From an optimization exercise on the open Yosys and OpenROAD flow, aimed at small area; shortcuts taken in it are not production practice. Only simulation tests tie the RTL to the original design; equivalence was not proved. Power figures rest on the tool's default switching activity, not on a simulated workload.

== build 95 ==
Design matmul_controller, start of the top module:
module matmul_controller #(
  parameter int N    = 4,
  parameter int ROWS = 2,
  parameter int COLS = 2
) (
  input  logic                    clk,
  input  logic                    reset,
  input  logic                    job_valid,
  output logic                    job_ready,
  input  logic [31:0]             a_addr,
  input  logic [31:0]             b_addr,
  input  logic [31:0]             c_addr,
  input  logic [8:0]              matrix_len,
  output logic                    done,
  output logic [ROWS-1:0]         a_valid,
  input  logic [ROWS-1:0]         a_ready,
  output logic [ROWS*32-1:0]      a_strip_addr,
  output logic [ROWS*16-1:0]      a_repeats,
  output logic [8:0]              a_len,
  output logic [COLS-1:0]         b_valid,
  input  logic [COLS-1:0]         b_ready,
  output logic [COLS*32-1:0]      b_strip_addr,
  output logic [8:0]              b_len,
  output logic [ROWS*COLS-1:0]    c_valid,
  input  logic [ROWS*COLS-1:0]    c_ready,
  output logic [ROWS*COLS*32-1:0] c_tile_addr,
  input  logic [ROWS*COLS-1:0]    cpl_valid,
  output logic [ROWS*COLS-1:0]    cpl_ready
);
  logic [31:0] job_a_addr;
  logic [31:0] job_b_addr;
  logic [31:0] job_c_addr;
  logic [5:0]  job_k;
  ...
export LEC_CHECK = 0
export CAP_MARGIN = 10
export CORE_MARGIN = 2
export CORE_UTILIZATION = 60
export PLACE_DENSITY = 0.7
export SLEW_MARGIN = 10
create_clock -name core_clock -period 6.5 [get_ports {clk}]
standard.sh (not shown) runs the stock make flow with config.mk's settings and CLKGATE_MAP_FILE= SYNTH_SCRIPT=/design/flow/synth_recipe.tcl, a recipe that flattens the netlist after the stock synthesis.
==> flow/flow/run.sh <==
#!/bin/bash
# Standard synthesis, then its combinational logic remapped for area (registers kept as
# they are), then the standard layout with the smallest buffer on the ports and a
# clock tree of small buffers in large clusters, without dummy clock loads.
set -euo pipefail
W=$(pwd)
F=$W/flow
R=$W/orfs/results/$FLOW_PLATFORM/matmul_controller/base
LIB=$FLOW_HOME/platforms/$FLOW_PLATFORM/lib/sky130_fd_sc_hd__tt_025C_1v80.lib

bash standard.sh synth > $W/standard_synth.log 2>&1

cp $R/1_2_yosys.v $W/standard_1_2_yosys.v
KEEP=$(grep -oE "sky130_fd_sc_hd__[a-z0-9_]+" $W/standard_1_2_yosys.v | sort -u \
  | grep -E "__(s?e?df|dl|sdl|conb)" | tr '\n' ' ')
RESYN_LIB=$LIB RESYN_NET=$W/standard_1_2_yosys.v RESYN_KEEP="$KEEP" \
  RESYN_DONT_USE="$(cat $F/dont_use.txt)" RESYN_SCRIPT=$F/area.abc RESYN_OUT=$W/resyn.v \
  yosys -c $F/resyn.tcl > $W/resyn_yosys.log 2>&1
cp $W/resyn.v $R/1_2_yosys.v
rm -f $R/1_synth.odb $R/1_synth.sdc

bash standard.sh "BUFFER_PORTS_ARGS=-buffer_cell sky130_fd_sc_hd__buf_1" \
  "SKIP_REPAIR_TIE_FANOUT=1" \
  "CTS_ARGS=-sink_clustering_enable -repair_clock_nets -dont_use_dummy_load -buf_list sky130_fd_sc_hd__clkbuf_4 -sink_clustering_size 10 -sink_clustering_max_diameter 40" \
  finish > $W/standard_flow.log 2>&1
==> flow/flow/area.abc <==
strash
balance -l
resub -K 6 -l
rewrite -l
resub -K 6 -N 2 -l
refactor -l
resub -K 8 -l
balance -l
resub -K 8 -N 2 -l
rewrite -l
resub -K 10 -l
rewrite -z -l
resub -K 10 -N 2 -l
balance -l
resub -K 12 -l
refactor -z -l
resub -K 12 -N 2 -l
rewrite -z -l
balance -l
if -K 4 -a
mfs2 -W 4
lutpack
strash
balance -l
resub -K 6 -l
rewrite -l
resub -K 6 -N 2 -l
refactor -l
resub -K 8 -l
balance -l
resub -K 8 -N 2 -l
rewrite -l
resub -K 10 -l
rewrite -z -l
resub -K 10 -N 2 -l
balance -l
resub -K 12 -l
refactor -z -l
resub -K 12 -N 2 -l
rewrite -z -l
balance -l
dch -f
amap -F 10 -A 20 -C 5000 -Q 0 -x
topo
Other scripts of this flow, unchanged in this note and not shown: flow/flow/dont_use.txt, flow/flow/resyn.tcl
Build 95 went all the way through synthesis, placement and routing and the layout is clean on timing, DRC and antenna.
## Diff of input files: build 38 against build 95
--- a/flow/flow/area.abc
+++ b/flow/flow/area.abc
@@ -23,2 +23,6 @@
 strash
+&get -n
+&st
+&deepsyn -T 60
+&put
 balance -l
@@ -42,3 +46,3 @@
 dch -f
-amap -F 10 -A 20 -C 5000 -Q 0 -x
+amap
 topo
Results
- Across build 95 and build 38, the outcome is the same: a clean finish for every run.
- The run with more setup slack is build 38; build 95 has less.
- Build 38 vs. build 95: die area increased about 2%, vertical die dimension increased 1.0%.
- Build 38 against build 95: met1 track utilization from global routing has decreased; portion of total power attributed to the clock network has remained practically unchanged; maximum single-stage delay on the critical path has decreased; total power has decreased.
## Diff of input files: build 77 against build 38
- swapping 0.7 for 0.65 in PLACE_DENSITY
- swapping 60 for 50 in CORE_UTILIZATION
--- a/flow/flow/area.abc
+++ b/flow/flow/area.abc
@@ -23,6 +23,2 @@
 strash
-&get -n
-&st
-&deepsyn -T 60
-&put
 balance -l
@@ -46,3 +42,3 @@
 dch -f
-amap
+amap -F 10 -A 20 -C 5000 -Q 0 -x
 topo
==> summary.txt <==
Build 38 → build 77: highest ir drop seen on vdd fell by 0.027 mV, final standard cell utilization of the core fell by 12 points, via count of the first global-routing pass fell by 179, count of clock-buffer cells in the layout rose by 7.3%. Of build 38 and build 77, the lower wire length after detailed routing belongs to build 38. Global-route usage (lower): build 77. Build 38 → build 77: overall power after layout shows an increase of about 2%; worst-case headroom to the max-slew limit shows an increase of 3.4 points; die height shows an increase of 13 um; count of cells along the worst hold path shows an increase of 1. HPWL reported at the end of detailed placement delta for build 77 relative to build 38: 1500 um higher.
[inputs] build 57 vs build 77
- a change of CORE_UTILIZATION from 50 to 67
- a change of PLACE_DENSITY from 0.65 to 0.75
## What came out
Est. power | build 57 vs build 77 | build 57 higher
Between build 77 and build 57, register-to-register slack is higher for build 77, build 57 comes in under that.
In the reports for build 77 and build 57, the smaller total of clock buffers placed in the layout belongs to build 57.

separate check: timing with driven ports:
How much do the figures lean on ideal ports? The routed layouts below were timed once more, with nothing changed but the port constraints.
Step 1 (the two cells are an assumption about what drives the block):
set clk [get_ports {clk}]
set_driving_cell -lib_cell sky130_fd_sc_hd__clkbuf_16 $clk
set_driving_cell -lib_cell sky130_fd_sc_hd__buf_2 [delete_from_list [all_inputs] $clk]
Step 2 times the ports against the registers' clock, not the clock port: input delays grow and output delays shrink by t, the midpoint of the rising clock arrivals with the driver on.
Slacks: no drivers / after step 1 / after step 2; pairs: no drivers / after step 1.
run | t (ns) | setup slack, ns | hold slack, ns | clock arrival spread, ns | worst slew at a driven data input, ns
build 95 | 0.710 | 0.541 / 0.494 / 0.718 | 0.452 / 0.452 / 0.452 | 0.122 / 0.123 | 0.09
build 38 | 0.683 | 0.552 / 0.515 / 0.131 | 0.460 / 0.460 / 0.460 | 0.069 / 0.070 | 0.12
build 77 | 0.690 | 0.636 / 0.588 / 0.778 | 0.458 / 0.458 / 0.458 | 0.081 / 0.082 | 0.09
build 57 | 0.698 | 0.308 / 0.269 / 0.385 | 0.461 / 0.461 / 0.461 | 0.121 / 0.121 | 0.13
After both steps setup and hold are still met in every run listed. For build 38, which loses most, drivers alone change the setup slack by -0.037 ns; drivers and shift together by -0.421 ns.
